From an optimization exercise on the open Yosys and OpenROAD flow, aimed at small area, a short achievable clock period and few clock cycles per item; shortcuts taken in it are not production practice. Function not checked in this run: the RTL went through the layout flow alone. Power figures rest on the tool's default switching activity, not on a simulated workload.

==> flow/design.v <==
package mbsd_pkg;
    localparam int COUNT_W  = 16;
    localparam int MINUTE_W = 11;
    localparam int BASE_W   = 19;
    localparam int TOTAL_W  = 11;
    localparam int CFG_W    = 16;
    localparam logic [TOTAL_W-1:0] TOTAL_MAX = {TOTAL_W{1'b1}};
    localparam int CFG_IDX_W = 2;
    localparam logic [CFG_IDX_W-1:0] CFG_MIN_THRESHOLD = 2'd0;
    localparam logic [CFG_IDX_W-1:0] CFG_SPIKE_MULT    = 2'd1;
    localparam logic [CFG_W-1:0] MIN_THRESHOLD_RST = 16'd5;
    localparam logic [CFG_W-1:0] SPIKE_MULT_RST    = 16'd768;
    typedef struct packed {
        logic [CFG_W-1:0] min_threshold;
        logic [CFG_W-1:0] spike_multiplier;
    } t_cfg;
endpackage
module mbsd_decide (
    input  logic [18:0] s,
    input  logic [15:0] m,
    input  logic [15:0] c,
    output logic [35:0] r0,
    output logic [35:0] r1,
    output logic [35:0] r2
);
    logic one0, two0, neg0;
    logic [19:0] pp0;
    logic one1, two1, neg1;
    logic [19:0] pp1;
    logic one2, two2, neg2;
    logic [19:0] pp2;
    logic one3, two3, neg3;
    logic [19:0] pp3;
    logic one4, two4, neg4;
    logic [19:0] pp4;
    logic one5, two5, neg5;
    logic [19:0] pp5;
    logic one6, two6, neg6;
    logic [19:0] pp6;
    logic one7, two7, neg7;
    logic [19:0] pp7;
    logic t1;
    logic t2;
    logic t3;
    logic t4;
    logic t5;
    logic t6;
    logic t7;
    logic t8;
    logic t9;
    logic t10;
    logic t11;
    logic t12;
    logic t13;
    logic t14;
    logic t15;
    logic t16;
    logic t17;
    logic t18;
    logic t19;
    logic t20;
    logic t21;
    logic t22;
    logic t23;
    logic t24;
    logic t25;
    logic t26;
    logic t27;
    logic t28;
    logic t29;
    logic t30;
    logic t31;
    logic t32;
    logic t33;
    logic t34;
    logic t35;
    logic t36;
    logic t37;
    logic t38;
    logic t39;
    logic t40;
    logic t41;
    logic t42;
    logic t43;
    logic t44;
    logic t45;
    logic t46;
    logic t47;
    logic t48;
    logic t49;
    logic t50;
    logic t51;
    logic t52;
    logic t53;
    logic t54;
    logic t55;
    logic t56;
    logic t57;
    logic t58;
    logic t59;
    logic t60;
    logic t61;
    logic t62;
    logic t63;
    logic t64;
    logic t65;
    logic t66;
    logic t67;
    logic t68;
    logic t69;
    logic t70;
    logic t71;
    logic t72;
    logic t73;
    logic t74;
    logic t75;
    logic t76;
    logic t77;
    logic t78;
    logic t79;
    logic t80;
    logic t81;
    logic t82;
    logic t83;
    logic t84;
    logic t85;
    logic t86;
    logic t87;
    logic t88;
    logic t89;
    logic t90;
    logic t91;
    logic t92;
    logic t93;
    logic t94;
    logic t95;
    logic t96;
    logic t97;
    logic t98;
    logic t99;
    logic t100;
    logic t101;
    logic t102;
    logic t103;
    logic t104;
    logic t105;
    logic t106;
    logic t107;
    logic t108;
    logic t109;
    logic t110;
    logic t111;
    logic t112;
    logic t113;
    logic t114;
    logic t115;
    logic t116;
    logic t117;
    logic t118;
    logic t119;
    logic t120;
    logic t121;
    logic t122;
    logic t123;
    logic t124;
    logic t125;
    logic t126;
    logic t127;
    logic t128;
    logic t129;
    logic t130;
    logic t131;
    logic t132;
    logic t133;
    logic t134;
    logic t135;
    logic t136;
    logic t137;
    logic t138;
    logic t139;
    logic t140;
    logic t141;
    logic t142;
    logic t143;
    logic t144;
    logic t145;
    logic t146;
    logic t147;
    logic t148;
    logic t149;
    logic t150;
    logic t151;
    logic t152;
    logic t153;
    logic t154;
    logic t155;
    logic t156;
    logic t157;
    logic t158;
    logic t159;
    logic t160;
    logic t161;
    logic t162;
    logic t163;
    logic t164;
    logic t165;
    logic t166;
    logic t167;
    logic t168;
    logic t169;
    logic t170;
    logic t171;
    logic t172;
    logic t173;
    logic t174;
    logic t175;
    logic t176;
    logic t177;
    logic t178;
    logic t179;
    logic t180;
    logic t181;
    logic t182;
    logic t183;
    logic t184;
    logic t185;
    logic t186;
    logic t187;
    logic t188;
    logic t189;
    logic t190;
    logic t191;
    logic t192;
    logic t193;
    logic t194;
    logic t195;
    logic t196;
    logic t197;
    logic t198;
    logic t199;
    logic t200;
    logic t201;
    logic t202;
    logic t203;
    logic t204;
    logic t205;
    logic t206;
    logic t207;
    logic t208;
    logic t209;
    logic t210;
    logic t211;
    logic t212;
    logic t213;
    logic t214;
    logic t215;
    logic t216;
    logic t217;
    logic t218;
    logic t219;
    logic t220;
    logic t221;
    logic t222;
    logic t223;
    logic t224;
    logic t225;
    logic t226;
    logic t227;
    logic t228;
    logic t229;
    logic t230;
    logic t231;
    logic t232;
    logic t233;
    logic t234;
    logic t235;
    logic t236;
    logic t237;
    logic t238;
    logic t239;
    logic t240;
    logic t241;
    logic t242;
    logic t243;
    logic t244;
    logic t245;
    logic t246;
    logic t247;
    logic t248;
    logic t249;
    logic t250;
    logic t251;
    logic t252;
    logic t253;
    logic t254;
    logic t255;
    logic t256;
    logic t257;
    logic t258;
    logic t259;
    logic t260;
    logic t261;
    logic t262;
    logic t263;
    logic t264;
    logic t265;
    logic t266;
    logic t267;
    logic t268;
    logic t269;
    logic t270;
    logic t271;
    logic t272;
    logic t273;
    logic t274;
    logic t275;
    logic t276;
    assign one0 = m[0] ^ 1'b0;
    assign two0 = (m[1] & ~m[0] & ~1'b0) | (~m[1] & m[0] & 1'b0);
    assign neg0 = m[1];
    assign pp0[0] = ((one0 & s[0]) | (two0 & 1'b0)) ^ neg0;
    assign pp0[1] = ((one0 & s[1]) | (two0 & s[0])) ^ neg0;
    assign pp0[2] = ((one0 & s[2]) | (two0 & s[1])) ^ neg0;
    assign pp0[3] = ((one0 & s[3]) | (two0 & s[2])) ^ neg0;
    assign pp0[4] = ((one0 & s[4]) | (two0 & s[3])) ^ neg0;
    assign pp0[5] = ((one0 & s[5]) | (two0 & s[4])) ^ neg0;
    assign pp0[6] = ((one0 & s[6]) | (two0 & s[5])) ^ neg0;
    assign pp0[7] = ((one0 & s[7]) | (two0 & s[6])) ^ neg0;
    assign pp0[8] = ((one0 & s[8]) | (two0 & s[7])) ^ neg0;
    assign pp0[9] = ((one0 & s[9]) | (two0 & s[8])) ^ neg0;
    assign pp0[10] = ((one0 & s[10]) | (two0 & s[9])) ^ neg0;
    assign pp0[11] = ((one0 & s[11]) | (two0 & s[10])) ^ neg0;
    assign pp0[12] = ((one0 & s[12]) | (two0 & s[11])) ^ neg0;
    assign pp0[13] = ((one0 & s[13]) | (two0 & s[12])) ^ neg0;
    assign pp0[14] = ((one0 & s[14]) | (two0 & s[13])) ^ neg0;
    assign pp0[15] = ((one0 & s[15]) | (two0 & s[14])) ^ neg0;
    assign pp0[16] = ((one0 & s[16]) | (two0 & s[15])) ^ neg0;
    assign pp0[17] = ((one0 & s[17]) | (two0 & s[16])) ^ neg0;
    assign pp0[18] = ((one0 & s[18]) | (two0 & s[17])) ^ neg0;
    assign pp0[19] = ((one0 & 1'b0) | (two0 & s[18])) ^ neg0;
    assign one1 = m[2] ^ m[1];
    assign two1 = (m[3] & ~m[2] & ~m[1]) | (~m[3] & m[2] & m[1]);
    assign neg1 = m[3];
    assign pp1[0] = ((one1 & s[0]) | (two1 & 1'b0)) ^ neg1;
    assign pp1[1] = ((one1 & s[1]) | (two1 & s[0])) ^ neg1;
    assign pp1[2] = ((one1 & s[2]) | (two1 & s[1])) ^ neg1;
    assign pp1[3] = ((one1 & s[3]) | (two1 & s[2])) ^ neg1;
    assign pp1[4] = ((one1 & s[4]) | (two1 & s[3])) ^ neg1;
    assign pp1[5] = ((one1 & s[5]) | (two1 & s[4])) ^ neg1;
    assign pp1[6] = ((one1 & s[6]) | (two1 & s[5])) ^ neg1;
    assign pp1[7] = ((one1 & s[7]) | (two1 & s[6])) ^ neg1;
    assign pp1[8] = ((one1 & s[8]) | (two1 & s[7])) ^ neg1;
    assign pp1[9] = ((one1 & s[9]) | (two1 & s[8])) ^ neg1;
    assign pp1[10] = ((one1 & s[10]) | (two1 & s[9])) ^ neg1;
    assign pp1[11] = ((one1 & s[11]) | (two1 & s[10])) ^ neg1;
    assign pp1[12] = ((one1 & s[12]) | (two1 & s[11])) ^ neg1;
    assign pp1[13] = ((one1 & s[13]) | (two1 & s[12])) ^ neg1;
    assign pp1[14] = ((one1 & s[14]) | (two1 & s[13])) ^ neg1;
    assign pp1[15] = ((one1 & s[15]) | (two1 & s[14])) ^ neg1;
    assign pp1[16] = ((one1 & s[16]) | (two1 & s[15])) ^ neg1;
    assign pp1[17] = ((one1 & s[17]) | (two1 & s[16])) ^ neg1;
    assign pp1[18] = ((one1 & s[18]) | (two1 & s[17])) ^ neg1;
    assign pp1[19] = ((one1 & 1'b0) | (two1 & s[18])) ^ neg1;
    assign one2 = m[4] ^ m[3];
    assign two2 = (m[5] & ~m[4] & ~m[3]) | (~m[5] & m[4] & m[3]);
    assign neg2 = m[5];
    assign pp2[0] = ((one2 & s[0]) | (two2 & 1'b0)) ^ neg2;
    assign pp2[1] = ((one2 & s[1]) | (two2 & s[0])) ^ neg2;
    assign pp2[2] = ((one2 & s[2]) | (two2 & s[1])) ^ neg2;
    assign pp2[3] = ((one2 & s[3]) | (two2 & s[2])) ^ neg2;
    assign pp2[4] = ((one2 & s[4]) | (two2 & s[3])) ^ neg2;
    assign pp2[5] = ((one2 & s[5]) | (two2 & s[4])) ^ neg2;
    assign pp2[6] = ((one2 & s[6]) | (two2 & s[5])) ^ neg2;
    assign pp2[7] = ((one2 & s[7]) | (two2 & s[6])) ^ neg2;
    assign pp2[8] = ((one2 & s[8]) | (two2 & s[7])) ^ neg2;
    assign pp2[9] = ((one2 & s[9]) | (two2 & s[8])) ^ neg2;
    assign pp2[10] = ((one2 & s[10]) | (two2 & s[9])) ^ neg2;
    assign pp2[11] = ((one2 & s[11]) | (two2 & s[10])) ^ neg2;
    assign pp2[12] = ((one2 & s[12]) | (two2 & s[11])) ^ neg2;
    assign pp2[13] = ((one2 & s[13]) | (two2 & s[12])) ^ neg2;
    assign pp2[14] = ((one2 & s[14]) | (two2 & s[13])) ^ neg2;
    assign pp2[15] = ((one2 & s[15]) | (two2 & s[14])) ^ neg2;
    assign pp2[16] = ((one2 & s[16]) | (two2 & s[15])) ^ neg2;
    assign pp2[17] = ((one2 & s[17]) | (two2 & s[16])) ^ neg2;
    assign pp2[18] = ((one2 & s[18]) | (two2 & s[17])) ^ neg2;
    assign pp2[19] = ((one2 & 1'b0) | (two2 & s[18])) ^ neg2;
    assign one3 = m[6] ^ m[5];
    assign two3 = (m[7] & ~m[6] & ~m[5]) | (~m[7] & m[6] & m[5]);
    assign neg3 = m[7];
    assign pp3[0] = ((one3 & s[0]) | (two3 & 1'b0)) ^ neg3;
    assign pp3[1] = ((one3 & s[1]) | (two3 & s[0])) ^ neg3;
    assign pp3[2] = ((one3 & s[2]) | (two3 & s[1])) ^ neg3;
    assign pp3[3] = ((one3 & s[3]) | (two3 & s[2])) ^ neg3;
    assign pp3[4] = ((one3 & s[4]) | (two3 & s[3])) ^ neg3;
    assign pp3[5] = ((one3 & s[5]) | (two3 & s[4])) ^ neg3;
    assign pp3[6] = ((one3 & s[6]) | (two3 & s[5])) ^ neg3;
    assign pp3[7] = ((one3 & s[7]) | (two3 & s[6])) ^ neg3;
    assign pp3[8] = ((one3 & s[8]) | (two3 & s[7])) ^ neg3;
    assign pp3[9] = ((one3 & s[9]) | (two3 & s[8])) ^ neg3;
    assign pp3[10] = ((one3 & s[10]) | (two3 & s[9])) ^ neg3;
    assign pp3[11] = ((one3 & s[11]) | (two3 & s[10])) ^ neg3;
    assign pp3[12] = ((one3 & s[12]) | (two3 & s[11])) ^ neg3;
    assign pp3[13] = ((one3 & s[13]) | (two3 & s[12])) ^ neg3;
    assign pp3[14] = ((one3 & s[14]) | (two3 & s[13])) ^ neg3;
    assign pp3[15] = ((one3 & s[15]) | (two3 & s[14])) ^ neg3;
    assign pp3[16] = ((one3 & s[16]) | (two3 & s[15])) ^ neg3;
    assign pp3[17] = ((one3 & s[17]) | (two3 & s[16])) ^ neg3;
    assign pp3[18] = ((one3 & s[18]) | (two3 & s[17])) ^ neg3;
    assign pp3[19] = ((one3 & 1'b0) | (two3 & s[18])) ^ neg3;
    assign one4 = m[8] ^ m[7];
    assign two4 = (m[9] & ~m[8] & ~m[7]) | (~m[9] & m[8] & m[7]);
    assign neg4 = m[9];
    assign pp4[0] = ((one4 & s[0]) | (two4 & 1'b0)) ^ neg4;
    assign pp4[1] = ((one4 & s[1]) | (two4 & s[0])) ^ neg4;
    assign pp4[2] = ((one4 & s[2]) | (two4 & s[1])) ^ neg4;
    assign pp4[3] = ((one4 & s[3]) | (two4 & s[2])) ^ neg4;
    assign pp4[4] = ((one4 & s[4]) | (two4 & s[3])) ^ neg4;
    assign pp4[5] = ((one4 & s[5]) | (two4 & s[4])) ^ neg4;
    assign pp4[6] = ((one4 & s[6]) | (two4 & s[5])) ^ neg4;
    assign pp4[7] = ((one4 & s[7]) | (two4 & s[6])) ^ neg4;
    assign pp4[8] = ((one4 & s[8]) | (two4 & s[7])) ^ neg4;
    assign pp4[9] = ((one4 & s[9]) | (two4 & s[8])) ^ neg4;
    assign pp4[10] = ((one4 & s[10]) | (two4 & s[9])) ^ neg4;
    assign pp4[11] = ((one4 & s[11]) | (two4 & s[10])) ^ neg4;
    assign pp4[12] = ((one4 & s[12]) | (two4 & s[11])) ^ neg4;
    assign pp4[13] = ((one4 & s[13]) | (two4 & s[12])) ^ neg4;
    assign pp4[14] = ((one4 & s[14]) | (two4 & s[13])) ^ neg4;
    assign pp4[15] = ((one4 & s[15]) | (two4 & s[14])) ^ neg4;
    assign pp4[16] = ((one4 & s[16]) | (two4 & s[15])) ^ neg4;
    assign pp4[17] = ((one4 & s[17]) | (two4 & s[16])) ^ neg4;
    assign pp4[18] = ((one4 & s[18]) | (two4 & s[17])) ^ neg4;
    assign pp4[19] = ((one4 & 1'b0) | (two4 & s[18])) ^ neg4;
    assign one5 = m[10] ^ m[9];
    assign two5 = (m[11] & ~m[10] & ~m[9]) | (~m[11] & m[10] & m[9]);
    assign neg5 = m[11];
    assign pp5[0] = ((one5 & s[0]) | (two5 & 1'b0)) ^ neg5;
    assign pp5[1] = ((one5 & s[1]) | (two5 & s[0])) ^ neg5;
    assign pp5[2] = ((one5 & s[2]) | (two5 & s[1])) ^ neg5;
    assign pp5[3] = ((one5 & s[3]) | (two5 & s[2])) ^ neg5;
    assign pp5[4] = ((one5 & s[4]) | (two5 & s[3])) ^ neg5;
    assign pp5[5] = ((one5 & s[5]) | (two5 & s[4])) ^ neg5;
    assign pp5[6] = ((one5 & s[6]) | (two5 & s[5])) ^ neg5;
    assign pp5[7] = ((one5 & s[7]) | (two5 & s[6])) ^ neg5;
    assign pp5[8] = ((one5 & s[8]) | (two5 & s[7])) ^ neg5;
    assign pp5[9] = ((one5 & s[9]) | (two5 & s[8])) ^ neg5;
    assign pp5[10] = ((one5 & s[10]) | (two5 & s[9])) ^ neg5;
    assign pp5[11] = ((one5 & s[11]) | (two5 & s[10])) ^ neg5;
    assign pp5[12] = ((one5 & s[12]) | (two5 & s[11])) ^ neg5;
    assign pp5[13] = ((one5 & s[13]) | (two5 & s[12])) ^ neg5;
    assign pp5[14] = ((one5 & s[14]) | (two5 & s[13])) ^ neg5;
    assign pp5[15] = ((one5 & s[15]) | (two5 & s[14])) ^ neg5;
    assign pp5[16] = ((one5 & s[16]) | (two5 & s[15])) ^ neg5;
    assign pp5[17] = ((one5 & s[17]) | (two5 & s[16])) ^ neg5;
    assign pp5[18] = ((one5 & s[18]) | (two5 & s[17])) ^ neg5;
    assign pp5[19] = ((one5 & 1'b0) | (two5 & s[18])) ^ neg5;
    assign one6 = m[12] ^ m[11];
    assign two6 = (m[13] & ~m[12] & ~m[11]) | (~m[13] & m[12] & m[11]);
    assign neg6 = m[13];
    assign pp6[0] = ((one6 & s[0]) | (two6 & 1'b0)) ^ neg6;
    assign pp6[1] = ((one6 & s[1]) | (two6 & s[0])) ^ neg6;
    assign pp6[2] = ((one6 & s[2]) | (two6 & s[1])) ^ neg6;
    assign pp6[3] = ((one6 & s[3]) | (two6 & s[2])) ^ neg6;
    assign pp6[4] = ((one6 & s[4]) | (two6 & s[3])) ^ neg6;
    assign pp6[5] = ((one6 & s[5]) | (two6 & s[4])) ^ neg6;
    assign pp6[6] = ((one6 & s[6]) | (two6 & s[5])) ^ neg6;
    assign pp6[7] = ((one6 & s[7]) | (two6 & s[6])) ^ neg6;
    assign pp6[8] = ((one6 & s[8]) | (two6 & s[7])) ^ neg6;
    assign pp6[9] = ((one6 & s[9]) | (two6 & s[8])) ^ neg6;
    assign pp6[10] = ((one6 & s[10]) | (two6 & s[9])) ^ neg6;
    assign pp6[11] = ((one6 & s[11]) | (two6 & s[10])) ^ neg6;
    assign pp6[12] = ((one6 & s[12]) | (two6 & s[11])) ^ neg6;
    assign pp6[13] = ((one6 & s[13]) | (two6 & s[12])) ^ neg6;
    assign pp6[14] = ((one6 & s[14]) | (two6 & s[13])) ^ neg6;
    assign pp6[15] = ((one6 & s[15]) | (two6 & s[14])) ^ neg6;
    assign pp6[16] = ((one6 & s[16]) | (two6 & s[15])) ^ neg6;
    assign pp6[17] = ((one6 & s[17]) | (two6 & s[16])) ^ neg6;
    assign pp6[18] = ((one6 & s[18]) | (two6 & s[17])) ^ neg6;
    assign pp6[19] = ((one6 & 1'b0) | (two6 & s[18])) ^ neg6;
    assign one7 = m[14] ^ m[13];
    assign two7 = (m[15] & ~m[14] & ~m[13]) | (~m[15] & m[14] & m[13]);
    assign neg7 = m[15];
    assign pp7[0] = ((one7 & s[0]) | (two7 & 1'b0)) ^ neg7;
    assign pp7[1] = ((one7 & s[1]) | (two7 & s[0])) ^ neg7;
    assign pp7[2] = ((one7 & s[2]) | (two7 & s[1])) ^ neg7;
    assign pp7[3] = ((one7 & s[3]) | (two7 & s[2])) ^ neg7;
    assign pp7[4] = ((one7 & s[4]) | (two7 & s[3])) ^ neg7;
    assign pp7[5] = ((one7 & s[5]) | (two7 & s[4])) ^ neg7;
    assign pp7[6] = ((one7 & s[6]) | (two7 & s[5])) ^ neg7;
    assign pp7[7] = ((one7 & s[7]) | (two7 & s[6])) ^ neg7;
    assign pp7[8] = ((one7 & s[8]) | (two7 & s[7])) ^ neg7;
    assign pp7[9] = ((one7 & s[9]) | (two7 & s[8])) ^ neg7;
    assign pp7[10] = ((one7 & s[10]) | (two7 & s[9])) ^ neg7;
    assign pp7[11] = ((one7 & s[11]) | (two7 & s[10])) ^ neg7;
    assign pp7[12] = ((one7 & s[12]) | (two7 & s[11])) ^ neg7;
    assign pp7[13] = ((one7 & s[13]) | (two7 & s[12])) ^ neg7;
    assign pp7[14] = ((one7 & s[14]) | (two7 & s[13])) ^ neg7;
    assign pp7[15] = ((one7 & s[15]) | (two7 & s[14])) ^ neg7;
    assign pp7[16] = ((one7 & s[16]) | (two7 & s[15])) ^ neg7;
    assign pp7[17] = ((one7 & s[17]) | (two7 & s[16])) ^ neg7;
    assign pp7[18] = ((one7 & s[18]) | (two7 & s[17])) ^ neg7;
    assign pp7[19] = ((one7 & 1'b0) | (two7 & s[18])) ^ neg7;
    assign t1 = pp0[14] ^ pp1[12];
    assign t2 = pp0[14] & pp1[12];
    assign t3 = pp0[15] ^ pp1[13];
    assign t4 = pp0[15] & pp1[13];
    assign t5 = pp0[16] ^ pp1[14] ^ pp2[12];
    assign t6 = (pp0[16] & pp1[14]) | (pp0[16] & pp2[12]) | (pp1[14] & pp2[12]);
    assign t7 = pp0[17] ^ pp1[15] ^ pp2[13];
    assign t8 = (pp0[17] & pp1[15]) | (pp0[17] & pp2[13]) | (pp1[15] & pp2[13]);
    assign t9 = pp0[18] ^ pp1[16] ^ pp2[14];
    assign t10 = (pp0[18] & pp1[16]) | (pp0[18] & pp2[14]) | (pp1[16] & pp2[14]);
    assign t11 = pp0[19] ^ pp1[17] ^ pp2[15];
    assign t12 = (pp0[19] & pp1[17]) | (pp0[19] & pp2[15]) | (pp1[17] & pp2[15]);
    assign t13 = ~neg0 ^ pp1[18] ^ pp2[16];
    assign t14 = (~neg0 & pp1[18]) | (~neg0 & pp2[16]) | (pp1[18] & pp2[16]);
    assign t15 = pp3[14] ^ pp4[12];
    assign t16 = pp3[14] & pp4[12];
    assign t17 = pp1[19] ^ pp2[17] ^ pp3[15];
    assign t18 = (pp1[19] & pp2[17]) | (pp1[19] & pp3[15]) | (pp2[17] & pp3[15]);
    assign t19 = pp4[13] ^ pp5[11];
    assign t20 = pp4[13] & pp5[11];
    assign t21 = ~neg1 ^ pp2[18] ^ pp3[16];
    assign t22 = (~neg1 & pp2[18]) | (~neg1 & pp3[16]) | (pp2[18] & pp3[16]);
    assign t23 = pp2[19] ^ pp3[17];
    assign t24 = pp2[19] & pp3[17];
    assign t25 = pp0[10] ^ pp1[8];
    assign t26 = pp0[10] & pp1[8];
    assign t27 = pp0[11] ^ pp1[9] ^ pp2[7];
    assign t28 = (pp0[11] & pp1[9]) | (pp0[11] & pp2[7]) | (pp1[9] & pp2[7]);
    assign t29 = pp3[5] ^ pp4[3];
    assign t30 = pp3[5] & pp4[3];
    assign t31 = pp0[12] ^ pp1[10] ^ pp2[8];
    assign t32 = (pp0[12] & pp1[10]) | (pp0[12] & pp2[8]) | (pp1[10] & pp2[8]);
    assign t33 = pp3[6] ^ pp4[4] ^ pp5[2];
    assign t34 = (pp3[6] & pp4[4]) | (pp3[6] & pp5[2]) | (pp4[4] & pp5[2]);
    assign t35 = pp6[0] ^ neg6;
    assign t36 = pp6[0] & neg6;
    assign t37 = pp0[13] ^ pp1[11] ^ pp2[9];
    assign t38 = (pp0[13] & pp1[11]) | (pp0[13] & pp2[9]) | (pp1[11] & pp2[9]);
    assign t39 = pp3[7] ^ pp4[5] ^ pp5[3];
    assign t40 = (pp3[7] & pp4[5]) | (pp3[7] & pp5[3]) | (pp4[5] & pp5[3]);
    assign t41 = pp6[1] ^ ~c[2];
    assign t42 = pp6[1] & ~c[2];
    assign t43 = t1 ^ pp2[10] ^ pp3[8];
    assign t44 = (t1 & pp2[10]) | (t1 & pp3[8]) | (pp2[10] & pp3[8]);
    assign t45 = pp4[6] ^ pp5[4] ^ pp6[2];
    assign t46 = (pp4[6] & pp5[4]) | (pp4[6] & pp6[2]) | (pp5[4] & pp6[2]);
    assign t47 = pp7[0] ^ neg7 ^ ~c[3];
    assign t48 = (pp7[0] & neg7) | (pp7[0] & ~c[3]) | (neg7 & ~c[3]);
    assign t49 = t2 ^ t3 ^ pp2[11];
    assign t50 = (t2 & t3) | (t2 & pp2[11]) | (t3 & pp2[11]);
    assign t51 = pp3[9] ^ pp4[7] ^ pp5[5];
    assign t52 = (pp3[9] & pp4[7]) | (pp3[9] & pp5[5]) | (pp4[7] & pp5[5]);
    assign t53 = pp6[3] ^ pp7[1] ^ ~c[4];
    assign t54 = (pp6[3] & pp7[1]) | (pp6[3] & ~c[4]) | (pp7[1] & ~c[4]);
    assign t55 = t4 ^ t5 ^ pp3[10];
    assign t56 = (t4 & t5) | (t4 & pp3[10]) | (t5 & pp3[10]);
    assign t57 = pp4[8] ^ pp5[6] ^ pp6[4];
    assign t58 = (pp4[8] & pp5[6]) | (pp4[8] & pp6[4]) | (pp5[6] & pp6[4]);
    assign t59 = pp7[2] ^ (m[15] & s[0]) ^ ~c[5];
    assign t60 = (pp7[2] & (m[15] & s[0])) | (pp7[2] & ~c[5]) | ((m[15] & s[0]) & ~c[5]);
    assign t61 = t6 ^ t7 ^ pp3[11];
    assign t62 = (t6 & t7) | (t6 & pp3[11]) | (t7 & pp3[11]);
    assign t63 = pp4[9] ^ pp5[7] ^ pp6[5];
    assign t64 = (pp4[9] & pp5[7]) | (pp4[9] & pp6[5]) | (pp5[7] & pp6[5]);
    assign t65 = pp7[3] ^ (m[15] & s[1]) ^ ~c[6];
    assign t66 = (pp7[3] & (m[15] & s[1])) | (pp7[3] & ~c[6]) | ((m[15] & s[1]) & ~c[6]);
    assign t67 = t8 ^ t9 ^ pp3[12];
    assign t68 = (t8 & t9) | (t8 & pp3[12]) | (t9 & pp3[12]);
    assign t69 = pp4[10] ^ pp5[8] ^ pp6[6];
    assign t70 = (pp4[10] & pp5[8]) | (pp4[10] & pp6[6]) | (pp5[8] & pp6[6]);
    assign t71 = pp7[4] ^ (m[15] & s[2]) ^ ~c[7];
    assign t72 = (pp7[4] & (m[15] & s[2])) | (pp7[4] & ~c[7]) | ((m[15] & s[2]) & ~c[7]);
    assign t73 = t10 ^ t11 ^ pp3[13];
    assign t74 = (t10 & t11) | (t10 & pp3[13]) | (t11 & pp3[13]);
    assign t75 = pp4[11] ^ pp5[9] ^ pp6[7];
    assign t76 = (pp4[11] & pp5[9]) | (pp4[11] & pp6[7]) | (pp5[9] & pp6[7]);
    assign t77 = pp7[5] ^ (m[15] & s[3]) ^ ~c[8];
    assign t78 = (pp7[5] & (m[15] & s[3])) | (pp7[5] & ~c[8]) | ((m[15] & s[3]) & ~c[8]);
    assign t79 = t12 ^ t13 ^ t15;
    assign t80 = (t12 & t13) | (t12 & t15) | (t13 & t15);
    assign t81 = pp5[10] ^ pp6[8] ^ pp7[6];
    assign t82 = (pp5[10] & pp6[8]) | (pp5[10] & pp7[6]) | (pp6[8] & pp7[6]);
    assign t83 = (m[15] & s[4]) ^ ~c[9] ^ 1'b1;
    assign t84 = ((m[15] & s[4]) & ~c[9]) | ((m[15] & s[4]) & 1'b1) | (~c[9] & 1'b1);
    assign t85 = t14 ^ t16 ^ t17;
    assign t86 = (t14 & t16) | (t14 & t17) | (t16 & t17);
    assign t87 = t19 ^ pp6[9] ^ pp7[7];
    assign t88 = (t19 & pp6[9]) | (t19 & pp7[7]) | (pp6[9] & pp7[7]);
    assign t89 = (m[15] & s[5]) ^ ~c[10] ^ 1'b1;
    assign t90 = ((m[15] & s[5]) & ~c[10]) | ((m[15] & s[5]) & 1'b1) | (~c[10] & 1'b1);
    assign t91 = t18 ^ t20 ^ t21;
    assign t92 = (t18 & t20) | (t18 & t21) | (t20 & t21);
    assign t93 = pp4[14] ^ pp5[12] ^ pp6[10];
    assign t94 = (pp4[14] & pp5[12]) | (pp4[14] & pp6[10]) | (pp5[12] & pp6[10]);
    assign t95 = pp7[8] ^ (m[15] & s[6]) ^ ~c[11];
    assign t96 = (pp7[8] & (m[15] & s[6])) | (pp7[8] & ~c[11]) | ((m[15] & s[6]) & ~c[11]);
    assign t97 = t22 ^ t23 ^ pp4[15];
    assign t98 = (t22 & t23) | (t22 & pp4[15]) | (t23 & pp4[15]);
    assign t99 = pp5[13] ^ pp6[11] ^ pp7[9];
    assign t100 = (pp5[13] & pp6[11]) | (pp5[13] & pp7[9]) | (pp6[11] & pp7[9]);
    assign t101 = (m[15] & s[7]) ^ ~c[12] ^ 1'b1;
    assign t102 = ((m[15] & s[7]) & ~c[12]) | ((m[15] & s[7]) & 1'b1) | (~c[12] & 1'b1);
    assign t103 = t24 ^ ~neg2 ^ pp3[18];
    assign t104 = (t24 & ~neg2) | (t24 & pp3[18]) | (~neg2 & pp3[18]);
    assign t105 = pp4[16] ^ pp5[14] ^ pp6[12];
    assign t106 = (pp4[16] & pp5[14]) | (pp4[16] & pp6[12]) | (pp5[14] & pp6[12]);
    assign t107 = pp7[10] ^ (m[15] & s[8]) ^ ~c[13];
    assign t108 = (pp7[10] & (m[15] & s[8])) | (pp7[10] & ~c[13]) | ((m[15] & s[8]) & ~c[13]);
    assign t109 = pp3[19] ^ pp4[17] ^ pp5[15];
    assign t110 = (pp3[19] & pp4[17]) | (pp3[19] & pp5[15]) | (pp4[17] & pp5[15]);
    assign t111 = pp6[13] ^ pp7[11] ^ (m[15] & s[9]);
    assign t112 = (pp6[13] & pp7[11]) | (pp6[13] & (m[15] & s[9])) | (pp7[11] & (m[15] & s[9]));
    assign t113 = ~c[14] ^ 1'b1;
    assign t114 = ~c[14] & 1'b1;
    assign t115 = ~neg3 ^ pp4[18] ^ pp5[16];
    assign t116 = (~neg3 & pp4[18]) | (~neg3 & pp5[16]) | (pp4[18] & pp5[16]);
    assign t117 = pp6[14] ^ pp7[12] ^ (m[15] & s[10]);
    assign t118 = (pp6[14] & pp7[12]) | (pp6[14] & (m[15] & s[10])) | (pp7[12] & (m[15] & s[10]));
    assign t119 = pp4[19] ^ pp5[17];
    assign t120 = pp4[19] & pp5[17];
    assign t121 = pp0[6] ^ pp1[4];
    assign t122 = pp0[6] & pp1[4];
    assign t123 = pp0[7] ^ pp1[5];
    assign t124 = pp0[7] & pp1[5];
    assign t125 = pp0[8] ^ pp1[6] ^ pp2[4];
    assign t126 = (pp0[8] & pp1[6]) | (pp0[8] & pp2[4]) | (pp1[6] & pp2[4]);
    assign t127 = pp3[2] ^ pp4[0];
    assign t128 = pp3[2] & pp4[0];
    assign t129 = pp0[9] ^ pp1[7] ^ pp2[5];
    assign t130 = (pp0[9] & pp1[7]) | (pp0[9] & pp2[5]) | (pp1[7] & pp2[5]);
    assign t131 = pp3[3] ^ pp4[1];
    assign t132 = pp3[3] & pp4[1];
    assign t133 = t25 ^ pp2[6] ^ pp3[4];
    assign t134 = (t25 & pp2[6]) | (t25 & pp3[4]) | (pp2[6] & pp3[4]);
    assign t135 = pp4[2] ^ pp5[0] ^ neg5;
    assign t136 = (pp4[2] & pp5[0]) | (pp4[2] & neg5) | (pp5[0] & neg5);
    assign t137 = t26 ^ t27 ^ t29;
    assign t138 = (t26 & t27) | (t26 & t29) | (t27 & t29);
    assign t139 = pp5[1] ^ ~c[0] ^ 1'b1;
    assign t140 = (pp5[1] & ~c[0]) | (pp5[1] & 1'b1) | (~c[0] & 1'b1);
    assign t141 = t28 ^ t30 ^ t31;
    assign t142 = (t28 & t30) | (t28 & t31) | (t30 & t31);
    assign t143 = t33 ^ t35 ^ ~c[1];
    assign t144 = (t33 & t35) | (t33 & ~c[1]) | (t35 & ~c[1]);
    assign t145 = t32 ^ t34 ^ t36;
    assign t146 = (t32 & t34) | (t32 & t36) | (t34 & t36);
    assign t147 = t37 ^ t39 ^ t41;
    assign t148 = (t37 & t39) | (t37 & t41) | (t39 & t41);
    assign t149 = t38 ^ t40 ^ t42;
    assign t150 = (t38 & t40) | (t38 & t42) | (t40 & t42);
    assign t151 = t43 ^ t45 ^ t47;
    assign t152 = (t43 & t45) | (t43 & t47) | (t45 & t47);
    assign t153 = t44 ^ t46 ^ t48;
    assign t154 = (t44 & t46) | (t44 & t48) | (t46 & t48);
    assign t155 = t49 ^ t51 ^ t53;
    assign t156 = (t49 & t51) | (t49 & t53) | (t51 & t53);
    assign t157 = t50 ^ t52 ^ t54;
    assign t158 = (t50 & t52) | (t50 & t54) | (t52 & t54);
    assign t159 = t55 ^ t57 ^ t59;
    assign t160 = (t55 & t57) | (t55 & t59) | (t57 & t59);
    assign t161 = t56 ^ t58 ^ t60;
    assign t162 = (t56 & t58) | (t56 & t60) | (t58 & t60);
    assign t163 = t61 ^ t63 ^ t65;
    assign t164 = (t61 & t63) | (t61 & t65) | (t63 & t65);
    assign t165 = t62 ^ t64 ^ t66;
    assign t166 = (t62 & t64) | (t62 & t66) | (t64 & t66);
    assign t167 = t67 ^ t69 ^ t71;
    assign t168 = (t67 & t69) | (t67 & t71) | (t69 & t71);
    assign t169 = t68 ^ t70 ^ t72;
    assign t170 = (t68 & t70) | (t68 & t72) | (t70 & t72);
    assign t171 = t73 ^ t75 ^ t77;
    assign t172 = (t73 & t75) | (t73 & t77) | (t75 & t77);
    assign t173 = t74 ^ t76 ^ t78;
    assign t174 = (t74 & t76) | (t74 & t78) | (t76 & t78);
    assign t175 = t79 ^ t81 ^ t83;
    assign t176 = (t79 & t81) | (t79 & t83) | (t81 & t83);
    assign t177 = t80 ^ t82 ^ t84;
    assign t178 = (t80 & t82) | (t80 & t84) | (t82 & t84);
    assign t179 = t85 ^ t87 ^ t89;
    assign t180 = (t85 & t87) | (t85 & t89) | (t87 & t89);
    assign t181 = t86 ^ t88 ^ t90;
    assign t182 = (t86 & t88) | (t86 & t90) | (t88 & t90);
    assign t183 = t91 ^ t93 ^ t95;
    assign t184 = (t91 & t93) | (t91 & t95) | (t93 & t95);
    assign t185 = t92 ^ t94 ^ t96;
    assign t186 = (t92 & t94) | (t92 & t96) | (t94 & t96);
    assign t187 = t97 ^ t99 ^ t101;
    assign t188 = (t97 & t99) | (t97 & t101) | (t99 & t101);
    assign t189 = t98 ^ t100 ^ t102;
    assign t190 = (t98 & t100) | (t98 & t102) | (t100 & t102);
    assign t191 = t103 ^ t105 ^ t107;
    assign t192 = (t103 & t105) | (t103 & t107) | (t105 & t107);
    assign t193 = t104 ^ t106 ^ t108;
    assign t194 = (t104 & t106) | (t104 & t108) | (t106 & t108);
    assign t195 = t109 ^ t111 ^ t113;
    assign t196 = (t109 & t111) | (t109 & t113) | (t111 & t113);
    assign t197 = t110 ^ t112 ^ t114;
    assign t198 = (t110 & t112) | (t110 & t114) | (t112 & t114);
    assign t199 = t115 ^ t117 ^ ~c[15];
    assign t200 = (t115 & t117) | (t115 & ~c[15]) | (t117 & ~c[15]);
    assign t201 = t116 ^ t118 ^ t119;
    assign t202 = (t116 & t118) | (t116 & t119) | (t118 & t119);
    assign t203 = pp6[15] ^ pp7[13] ^ (m[15] & s[11]);
    assign t204 = (pp6[15] & pp7[13]) | (pp6[15] & (m[15] & s[11])) | (pp7[13] & (m[15] & s[11]));
    assign t205 = t120 ^ ~neg4 ^ pp5[18];
    assign t206 = (t120 & ~neg4) | (t120 & pp5[18]) | (~neg4 & pp5[18]);
    assign t207 = pp6[16] ^ pp7[14] ^ (m[15] & s[12]);
    assign t208 = (pp6[16] & pp7[14]) | (pp6[16] & (m[15] & s[12])) | (pp7[14] & (m[15] & s[12]));
    assign t209 = pp5[19] ^ pp6[17] ^ pp7[15];
    assign t210 = (pp5[19] & pp6[17]) | (pp5[19] & pp7[15]) | (pp6[17] & pp7[15]);
    assign t211 = (m[15] & s[13]) ^ 1'b1;
    assign t212 = (m[15] & s[13]) & 1'b1;
    assign t213 = ~neg5 ^ pp6[18] ^ pp7[16];
    assign t214 = (~neg5 & pp6[18]) | (~neg5 & pp7[16]) | (pp6[18] & pp7[16]);
    assign t215 = pp6[19] ^ pp7[17];
    assign t216 = pp6[19] & pp7[17];
    assign t217 = pp0[4] ^ pp1[2];
    assign t218 = pp0[4] & pp1[2];
    assign t219 = pp0[5] ^ pp1[3];
    assign t220 = pp0[5] & pp1[3];
    assign t221 = t121 ^ pp2[2] ^ pp3[0];
    assign t222 = (t121 & pp2[2]) | (t121 & pp3[0]) | (pp2[2] & pp3[0]);
    assign t223 = t122 ^ t123 ^ pp2[3];
    assign t224 = (t122 & t123) | (t122 & pp2[3]) | (t123 & pp2[3]);
    assign t225 = t124 ^ t125 ^ t127;
    assign t226 = (t124 & t125) | (t124 & t127) | (t125 & t127);
    assign t227 = t126 ^ t128 ^ t129;
    assign t228 = (t126 & t128) | (t126 & t129) | (t128 & t129);
    assign t229 = t130 ^ t132 ^ t133;
    assign t230 = (t130 & t132) | (t130 & t133) | (t132 & t133);
    assign t231 = t134 ^ t136 ^ t137;
    assign t232 = (t134 & t136) | (t134 & t137) | (t136 & t137);
    assign t233 = t138 ^ t140 ^ t141;
    assign t234 = (t138 & t140) | (t138 & t141) | (t140 & t141);
    assign t235 = t142 ^ t144 ^ t145;
    assign t236 = (t142 & t144) | (t142 & t145) | (t144 & t145);
    assign t237 = t146 ^ t148 ^ t149;
    assign t238 = (t146 & t148) | (t146 & t149) | (t148 & t149);
    assign t239 = t150 ^ t152 ^ t153;
    assign t240 = (t150 & t152) | (t150 & t153) | (t152 & t153);
    assign t241 = t154 ^ t156 ^ t157;
    assign t242 = (t154 & t156) | (t154 & t157) | (t156 & t157);
    assign t243 = t158 ^ t160 ^ t161;
    assign t244 = (t158 & t160) | (t158 & t161) | (t160 & t161);
    assign t245 = t162 ^ t164 ^ t165;
    assign t246 = (t162 & t164) | (t162 & t165) | (t164 & t165);
    assign t247 = t166 ^ t168 ^ t169;
    assign t248 = (t166 & t168) | (t166 & t169) | (t168 & t169);
    assign t249 = t170 ^ t172 ^ t173;
    assign t250 = (t170 & t172) | (t170 & t173) | (t172 & t173);
    assign t251 = t174 ^ t176 ^ t177;
    assign t252 = (t174 & t176) | (t174 & t177) | (t176 & t177);
    assign t253 = t178 ^ t180 ^ t181;
    assign t254 = (t178 & t180) | (t178 & t181) | (t180 & t181);
    assign t255 = t182 ^ t184 ^ t185;
    assign t256 = (t182 & t184) | (t182 & t185) | (t184 & t185);
    assign t257 = t186 ^ t188 ^ t189;
    assign t258 = (t186 & t188) | (t186 & t189) | (t188 & t189);
    assign t259 = t190 ^ t192 ^ t193;
    assign t260 = (t190 & t192) | (t190 & t193) | (t192 & t193);
    assign t261 = t194 ^ t196 ^ t197;
    assign t262 = (t194 & t196) | (t194 & t197) | (t196 & t197);
    assign t263 = t198 ^ t200 ^ t201;
    assign t264 = (t198 & t200) | (t198 & t201) | (t200 & t201);
    assign t265 = t202 ^ t204 ^ t205;
    assign t266 = (t202 & t204) | (t202 & t205) | (t204 & t205);
    assign t267 = t206 ^ t208 ^ t209;
    assign t268 = (t206 & t208) | (t206 & t209) | (t208 & t209);
    assign t269 = t210 ^ t212 ^ t213;
    assign t270 = (t210 & t212) | (t210 & t213) | (t212 & t213);
    assign t271 = t214 ^ t215 ^ (m[15] & s[15]);
    assign t272 = (t214 & t215) | (t214 & (m[15] & s[15])) | (t215 & (m[15] & s[15]));
    assign t273 = t216 ^ ~neg6 ^ pp7[18];
    assign t274 = (t216 & ~neg6) | (t216 & pp7[18]) | (~neg6 & pp7[18]);
    assign t275 = pp7[19] ^ (m[15] & s[17]);
    assign t276 = pp7[19] & (m[15] & s[17]);
    assign r0[0] = pp0[0];
    assign r0[1] = pp0[1];
    assign r0[2] = pp0[2];
    assign r0[3] = pp0[3];
    assign r0[4] = t217;
    assign r0[5] = t218;
    assign r0[6] = t220;
    assign r0[7] = t222;
    assign r0[8] = t224;
    assign r0[9] = t226;
    assign r0[10] = t228;
    assign r0[11] = t230;
    assign r0[12] = t232;
    assign r0[13] = t234;
    assign r0[14] = t236;
    assign r0[15] = t238;
    assign r0[16] = t240;
    assign r0[17] = t242;
    assign r0[18] = t244;
    assign r0[19] = t246;
    assign r0[20] = t248;
    assign r0[21] = t250;
    assign r0[22] = t252;
    assign r0[23] = t254;
    assign r0[24] = t256;
    assign r0[25] = t258;
    assign r0[26] = t260;
    assign r0[27] = t262;
    assign r0[28] = t264;
    assign r0[29] = t266;
    assign r0[30] = t268;
    assign r0[31] = t270;
    assign r0[32] = t272;
    assign r0[33] = t274;
    assign r0[34] = t276;
    assign r0[35] = 1'b1;
    assign r1[0] = neg0;
    assign r1[1] = 1'b0;
    assign r1[2] = pp1[0];
    assign r1[3] = pp1[1];
    assign r1[4] = pp2[0];
    assign r1[5] = t219;
    assign r1[6] = t221;
    assign r1[7] = t223;
    assign r1[8] = t225;
    assign r1[9] = t227;
    assign r1[10] = t229;
    assign r1[11] = t231;
    assign r1[12] = t233;
    assign r1[13] = t235;
    assign r1[14] = t237;
    assign r1[15] = t239;
    assign r1[16] = t241;
    assign r1[17] = t243;
    assign r1[18] = t245;
    assign r1[19] = t247;
    assign r1[20] = t249;
    assign r1[21] = t251;
    assign r1[22] = t253;
    assign r1[23] = t255;
    assign r1[24] = t257;
    assign r1[25] = t259;
    assign r1[26] = t261;
    assign r1[27] = t263;
    assign r1[28] = t265;
    assign r1[29] = t267;
    assign r1[30] = t269;
    assign r1[31] = t271;
    assign r1[32] = t273;
    assign r1[33] = t275;
    assign r1[34] = ~neg7;
    assign r1[35] = 1'b0;
    assign r2[0] = 1'b0;
    assign r2[1] = 1'b0;
    assign r2[2] = neg1;
    assign r2[3] = 1'b0;
    assign r2[4] = neg2;
    assign r2[5] = pp2[1];
    assign r2[6] = neg3;
    assign r2[7] = pp3[1];
    assign r2[8] = neg4;
    assign r2[9] = t131;
    assign r2[10] = t135;
    assign r2[11] = t139;
    assign r2[12] = t143;
    assign r2[13] = t147;
    assign r2[14] = t151;
    assign r2[15] = t155;
    assign r2[16] = t159;
    assign r2[17] = t163;
    assign r2[18] = t167;
    assign r2[19] = t171;
    assign r2[20] = t175;
    assign r2[21] = t179;
    assign r2[22] = t183;
    assign r2[23] = t187;
    assign r2[24] = t191;
    assign r2[25] = t195;
    assign r2[26] = t199;
    assign r2[27] = t203;
    assign r2[28] = t207;
    assign r2[29] = t211;
    assign r2[30] = (m[15] & s[14]);
    assign r2[31] = 1'b1;
    assign r2[32] = (m[15] & s[16]);
    assign r2[33] = 1'b1;
    assign r2[34] = (m[15] & s[18]);
    assign r2[35] = 1'b0;
endmodule
module moving_baseline_spike_detector #(
    parameter int WINDOW     = 8,
    parameter int DAY_LENGTH = 1440
) (
    input  logic                             i_clk,
    input  logic                             i_rst_n,
    input  logic                             i_valid,
    output logic                             o_ready,
    input  logic [mbsd_pkg::COUNT_W-1:0]     i_error_count,
    input  logic                             i_start_of_day,
    output logic                             o_valid,
    input  logic                             i_ready,
    output logic                             o_decision_valid,
    output logic                             o_anomaly,
    output logic [mbsd_pkg::MINUTE_W-1:0]    o_minute_index,
    output logic [mbsd_pkg::BASE_W-1:0]      o_baseline_sum,
    output logic [mbsd_pkg::TOTAL_W-1:0]     o_anomaly_total,
    input  logic                             i_cfg_valid,
    output logic                             o_cfg_ready,
    input  logic [mbsd_pkg::CFG_IDX_W-1:0]   i_cfg_index,
    input  logic [mbsd_pkg::CFG_W-1:0]       i_cfg_data
);
    localparam int COUNT_W = mbsd_pkg::COUNT_W;
    localparam int TOTAL_W = mbsd_pkg::TOTAL_W;
    localparam int SUM_W   = 19;
    localparam int MC_W    = 11;
    logic [15:0] r_thr;
    logic [15:0] r_mult;
    logic               r_sk_valid;
    logic [COUNT_W-1:0] r_sk_count;
    logic               r_sk_sod;
    logic               r_in_valid;
    logic [COUNT_W-1:0] r_in_count;
    logic               r_in_sod;
    logic [COUNT_W-1:0] r_hist [WINDOW];
    logic [SUM_W-1:0]   r_sum;
    logic [MC_W-1:0]    r_minute;
    logic               r_dc_valid;
    logic               r_dc_sod;
    logic               r_dc_above;
    logic [35:0]        r_dc_r0;
    logic [35:0]        r_dc_r1;
    logic [35:0]        r_dc_r2;
    logic [SUM_W-1:0]   r_dc_sum;
    logic [MC_W-1:0]    r_dc_minute;
    logic               r_out_valid;
    logic               r_out_dvalid;
    logic               r_out_anomaly;
    logic [MC_W-1:0]    r_out_minute;
    logic [SUM_W-1:0]   r_out_base;
    logic [TOTAL_W-1:0] r_out_total;
    logic               w_adv;
    logic               w_accept;
    logic               w_load;
    logic               w_nx_valid;
    logic [COUNT_W-1:0] w_nx_count;
    logic               w_nx_sod;
    logic               w_clear;
    logic               w_step;
    logic               w_in_day;
    logic [COUNT_W-1:0] w_oldest;
    logic [35:0]        w_r0;
    logic [35:0]        w_r1;
    logic [35:0]        w_r2;
    logic [35:0]        w_z;
    logic               w_dvalid;
    logic               w_flag;
    logic [TOTAL_W-1:0] w_tprev;
    logic [TOTAL_W-1:0] w_total;
    assign w_adv       = !r_out_valid || i_ready;
    assign o_ready     = !r_sk_valid;
    assign w_accept    = i_valid && !r_sk_valid;
    assign o_cfg_ready = 1'b1;
    always_ff @(posedge i_clk) begin
        if (!i_rst_n) begin
            r_thr  <= mbsd_pkg::MIN_THRESHOLD_RST;
            r_mult <= mbsd_pkg::SPIKE_MULT_RST;
        end else if (i_cfg_valid) begin
            if (i_cfg_index == mbsd_pkg::CFG_MIN_THRESHOLD) r_thr  <= i_cfg_data;
            if (i_cfg_index == mbsd_pkg::CFG_SPIKE_MULT)    r_mult <= i_cfg_data;
        end
    end
    always_ff @(posedge i_clk) begin
        if (!i_rst_n) begin
            r_sk_valid <= 1'b0;
        end else if (w_adv) begin
            r_sk_valid <= 1'b0;
        end else if (w_accept && r_in_valid) begin
            r_sk_valid <= 1'b1;
        end
    end
    always_ff @(posedge i_clk) begin
        if (w_accept) begin
            r_sk_count <= i_error_count;
            r_sk_sod   <= i_start_of_day;
        end
    end
    assign w_load     = w_adv || !r_in_valid;
    assign w_nx_valid = r_sk_valid || w_accept;
    assign w_nx_count = r_sk_valid ? r_sk_count : i_error_count;
    assign w_nx_sod   = r_sk_valid ? r_sk_sod : i_start_of_day;
    always_ff @(posedge i_clk) begin
        if (!i_rst_n) begin
            r_in_valid <= 1'b0;
        end else if (w_load) begin
            r_in_valid <= w_nx_valid;
        end
    end
    always_ff @(posedge i_clk) begin
        if (w_load) begin
            r_in_count <= w_nx_count;
            r_in_sod   <= w_nx_sod;
        end
    end
    assign w_clear  = w_load && w_nx_valid && w_nx_sod;
    assign w_step   = w_adv && r_in_valid;
    assign w_in_day = r_minute != MC_W'(DAY_LENGTH);
    assign w_oldest = (r_minute >= MC_W'(WINDOW)) ? r_hist[WINDOW-1] : '0;
    always_ff @(posedge i_clk) begin
        if (!i_rst_n || w_clear) begin
            r_sum    <= '0;
            r_minute <= '0;
        end else if (w_step && w_in_day) begin
            r_sum    <= r_sum - SUM_W'(w_oldest) + SUM_W'(r_in_count);
            r_minute <= r_minute + MC_W'(1);
        end
    end
    always_ff @(posedge i_clk) begin
        if (w_step && w_in_day) begin
            r_hist[0] <= r_in_count;
            for (int i = 1; i < WINDOW; i++) begin
                r_hist[i] <= r_hist[i-1];
            end
        end
    end
    mbsd_decide u_decide (
        .s  (r_sum),
        .m  (r_mult),
        .c  (r_in_count),
        .r0 (w_r0),
        .r1 (w_r1),
        .r2 (w_r2)
    );
    always_ff @(posedge i_clk) begin
        if (!i_rst_n) begin
            r_dc_valid <= 1'b0;
        end else if (w_adv) begin
            r_dc_valid <= r_in_valid;
        end
    end
    always_ff @(posedge i_clk) begin
        if (w_adv) begin
            r_dc_sod    <= r_in_sod;
            r_dc_above  <= r_in_count >= r_thr;
            r_dc_r0     <= w_r0;
            r_dc_r1     <= w_r1;
            r_dc_r2     <= w_r2;
            r_dc_sum    <= r_sum;
            r_dc_minute <= r_minute;
        end
    end
    assign w_z      = r_dc_r0 + r_dc_r1 + r_dc_r2;
    assign w_dvalid = (r_dc_minute >= MC_W'(WINDOW)) && (r_dc_minute != MC_W'(DAY_LENGTH));
    assign w_flag   = w_dvalid && r_dc_above && ((r_dc_sum == '0) || w_z[35]);
    assign w_tprev  = r_dc_sod ? '0 : r_out_total;
    assign w_total  = (w_flag && (w_tprev != mbsd_pkg::TOTAL_MAX)) ? w_tprev + TOTAL_W'(1) : w_tprev;
    always_ff @(posedge i_clk) begin
        if (!i_rst_n) begin
            r_out_valid <= 1'b0;
            r_out_total <= '0;
        end else if (w_adv) begin
            r_out_valid <= r_dc_valid;
            if (r_dc_valid) begin
                r_out_total <= w_total;
            end
        end
    end
    always_ff @(posedge i_clk) begin
        if (w_adv) begin
            r_out_dvalid  <= w_dvalid;
            r_out_anomaly <= w_flag;
            r_out_minute  <= r_dc_minute;
            r_out_base    <= r_dc_sum;
        end
    end
    assign o_valid          = r_out_valid;
    assign o_decision_valid = r_out_dvalid;
    assign o_anomaly        = r_out_anomaly;
    assign o_minute_index   = r_out_minute;
    assign o_baseline_sum   = r_out_base;
    assign o_anomaly_total  = r_out_total;
endmodule
==> flow/run.sh <==
#!/bin/bash
# synth_recipe.tcl (not shown) runs the flow's synth.tcl, then flattens the netlist and writes it again
# the make line also repeats each setting of config.mk as NAME=value (left out here)
make -C /OpenROAD-flow-scripts/flow DESIGN_CONFIG=/design/flow/config.mk WORK_HOME=/design/flow/orfs CLKGATE_MAP_FILE= SYNTH_SCRIPT=/design/flow/synth_recipe.tcl finish
==> flow/config.mk <==
export PLATFORM = sky130hd
export DESIGN_NAME = moving_baseline_spike_detector
export DESIGN_NICKNAME = moving_baseline_spike_detector
export VERILOG_FILES = /design/flow/design.v
export SDC_FILE = /design/flow/constraint.sdc
export NUM_CORES = 4
export LEC_CHECK = 0
export ABC_CLOCK_PERIOD_IN_PS = 3000
export CAP_MARGIN = 20
export CORE_MARGIN = 2
export CORE_UTILIZATION = 40
export SETUP_SLACK_MARGIN = 5
export SLEW_MARGIN = 20
==> flow/constraint.sdc <==
create_clock -name core_clock -period 10.0 [get_ports {i_clk}]
set_input_delay 2.0000 -clock core_clock [delete_from_list [all_inputs] [get_ports {i_clk}]]
set_output_delay 2.0000 -clock core_clock [all_outputs]
set_load 0.01 [all_outputs]
==> out/metrics.cfg <==
[global_route]
grt_max_degree = 96
grt_pass1_wl_um = 114000
gr-total-overflow = 0
grt_pass1_vias = 19787
track_usage_pct = 21.5
antenna_found_initial = 0

[place]
place_area_sq_um = 28100
dp.cells = 3579
detailed_place_hpwl_um = 49300
place_ws_ps = 4630
numPortBuffers = 84
gp_congestion = 0.861

[timing]
max-slew-margin-rel_pct = 24.8
tightest_slew_ps = 1120
slew_violations = 0
fin_ws_ps = 5310
fin_crit_ps = 4690
skew_ps = 27.4
fin_setup_tns_ps = 0
hold_slack_ps = 402
max_freq_mhz = 213
rsz0062_at_grt = false
finalHoldViolations = 0
finalCritPeriodShare_pct = 46.9
finalSetupViolations = 0

[clock_tree]
clock_latency_ps = 590
hold_buffers = 0
tritoncts = done
clock_path_buffers = 3
cts_buffers = 44
post_cts_resized = 0
cts.sinks = 402
h-tree-depth = 2
root_buffer = clkbuf_16
cts_setup_buffers = 0
clkSlewWorstSetupHoldPaths_ps = 70

[finish]
layout-drive-gt1-share_pct = 6.37
nNetsFinal = 3052
design_area_sq_um = 29600
antenna_cells = 0
fin_cells = 3660
syn_to_final_growth_pct = 11.0

[synth]
ys_seq_area_share_pct = 42.4
yosysTopAreaCell = edfxtp_1
synth_cell_types = 68
syn_nets = 3125
ys_warn_count = 2
synth.area.top_cells = edfxtp_1 37%, fa_1 12%, dfxtp_1 5.8%
avgSynthCellArea_sq_um = 9.40
synth_flop_cell = edfxtp_1
netlist_area_sq_um = 26700
synthCells = 2835
synth_edf_count = 325
yosys.area.top_type_share_pct = 36.6
synth-seq-cells = 402
async_flop_share_pct = 0

[power]
leakage_uw = 0.0109
p_per_area_nw_per_um2 = 171
irDropWorstVdd_mv = 0.110

[die]
io_pins = 86
start_util_pct = 40.5
die_y_um = 262
dieArea_sq_um = 68700
rows = 94
coreArea_sq_um = 65900
die_w_um = 262

[drt]
drt-wirelength-per-cell_um = 20.3
drt_first_pass_iters = 6
vias = 20840
ant_nets = 0
drt_wl_total_um = 74100
drc = 0
viasPerCell = 5.69
first_iter_violations = 1941

[setup_path]
cp_data_required_time_ps = 10500
cp_slowest_cell = or3_1
critPathKind = in -> reg
critical-path-max-stage-delay_ps = 510
crit_arrival_ps = 5200
critPathLaunch = i_ready
crit_chain = clkdlybuf4s50_1, nor2b_4, clkinvlp_4, nand3_1, buf_4, inv_6, buf_4, or3_1, o31ai_1
cp-start-kind = input pin
r2r-start = r_minute[3]$_SDFFE_PP0P_
cp-end-kind = flop
crit_top_cell = buf_4
cp_max_fo = 87

[flow_run]
cap_viol_max_count = 0

[worst_hold_path]
hold_class = reg -> reg
hold_path.startpoint = r_hist[0][1]$_DFFE_PP_

[outcome]
outcome = complete, no violations

cells by family (layout without fill, tap and decap cells):
kind of cell / count (synthesis) / count (layout) / synth area share [%]
AOI/OAI and AO/OA: 780 / 780 / 16.5
xor gates and xnor gates: 54 / 54 / 1.77
adders and majority gates: 333 / 333 / 19.2
buffers and inverters: 490 / 451 / 6.96
DFF: 402 / 402 / 42.4
muxes: 22 / 22 / 0.939
other: 1 / 1 / 0.0141
and+or+nand+nor: 753 / 753 / 12.2
placed cells by master (no fill, tap or decap), types with 5 or more instances in the layout:
cell type and count:
clkinv_1 17, clkbuf_16 44, mux2_2 20, nor2_1 172
a21oi_1 296, nand4_1 13, and2_1 17, nand2b_1 7
clkbuf_1 6, nand3_1 118, buf_4 46, clkbuf_8 6
a21o_1 14, edfxtp_1 325, nand2_1 348, clkdlybuf4s50_1 84
o211ai_1 63, clkinv_4 5, o21ai_0 271, nor2b_1 13
fa_1 155, maj3_1 83, dfxtp_1 63, or3_1 12
a211oi_1 6, ha_1 95, dfxtp_2 12, a31oi_1 9
nor4_1 12, o41ai_1 9, xor2_1 17, o22ai_1 70
o21a_1 7, nand2_2 6, xnor2_1 37, inv_1 222
nor3_1 9, clkinv_2 8
registers in the layout, summed over array words and instances, names as in the netlist, 11 cells and up:
register      flops
r_dc_r0          35
r_mult           16
r_hist          128
r_sum            19
r_in_count       16
r_out_base       19
r_dc_r1          34
r_dc_minute      11
r_sk_count       16
r_out_total      11
r_dc_sum         19
r_minute         11
r_dc_r2          30
r_thr            16
r_out_minute     11
Yosys cell counts (3+ instances only):
cell type and count:
o211ai_1 63, a21oi_1 296, and4_1 3, nand2_1 354, o31a_1 3, or3_1 12, and2_1 17, a21o_1 14
nor2_1 172, maj3_1 83, and3_1 4, o21bai_1 4, buf_1 53, clkbuf_1 193, a31oi_1 9, o22ai_1 70
nor2b_1 14, nor4_1 13, xor2_1 17, o41ai_1 9, o41a_1 4, fa_1 155, mux2_2 20, dfxtp_1 77
nand3_1 121, nand4_1 13, o21a_1 7, edfxtp_1 325, o21ai_0 274, ha_1 95, nor3_1 10, nand2b_1 8
a211oi_1 6, clkinv_1 15, inv_1 224, xnor2_1 37
critical path, delay by kind of cell:
kind	cells	cell delay [ps]
compound gates	1	80
buf+inv	5	1990
simple gates	3	1040
metrics by stage:
stage | util [%] | power [uW]
after floorplan | - | 2980
after global placement | 42.6 | 3380
after detailed placement | 42.6 | 3420
after CTS | 44.9 | 5100
after global routing | 44.9 | 5350
final | 44.9 | 5060
power by group:
| group | switching (uW) | internal (uW) | total, uW |
|---|---|---|---|
| Sequential | 105 | 2010 | 2120 |
| Clock | 703 | 969 | 1670 |
| Combinational | 778 | 492 | 1270 |
area by class of cell:
type                       instances  area, sq um
clock buffer                      56         1210
clock inverter                    24          287
fill                            6214        36300
inverter                         239          906
multi-input combinational       1943        13600
sequential                       402        11300
tap                              864         1080
timing repair buffer             131         1200
timing repair inverter             1         5.00
per-layer routing:
| metal | vias to the layer above | part of all wire, % | global-route usage (%) |
|---|---|---|---|
| li1 | 9731 | - | - |
| met1 | 10167 | 42 | 28.9 |
| met2 | 794 | 48 | 36.0 |
| met3 | 148 | 6.3 | 2.24 |
| met4 | 0 | 3.5 | 8.27 |
| met5 | - | 0 | 0 |
worst paths after layout:
kind,endpoint,slack (ps),cells past startpoint
max,r_sum[12]$_SDFFE_PP0P_,5310,9
min,r_hist[1][1]$_DFFE_PP_,400,0
max reg2reg,r_sum[17]$_SDFFE_PP0P_,5450,15
min reg2reg,r_hist[1][1]$_DFFE_PP_,400,0

## static timing again, ports no longer ideal
The results above use ideal ports. As a check the final layout listed here was re-extracted and re-timed, cells and wires unchanged.
Step 1: set_driving_cell puts a clkbuf_16 on i_clk and a buf_2 on each other input, an assumption about the parent block.
Step 2, shift: input delay + t, output delay - t, t = (earliest + latest rising clock arrival at the registers) / 2. This alone moves slack from input paths to output paths.
Three values: no drivers, after step 1, after step 2; two values: the first two.
shift t [ns]: 0.641
slack for setup (ns): 5.309 / 5.344 / 4.703
worst setup path after step 2: input to register
latest minus earliest clock arrival (ns): 0.029 / 0.028
worst register clock-pin slew, ns: 0.07 / 0.07
After both steps this run still meets setup and hold. The setup slack of this run moves by +0.035 ns with the drivers and by -0.606 ns with both steps.
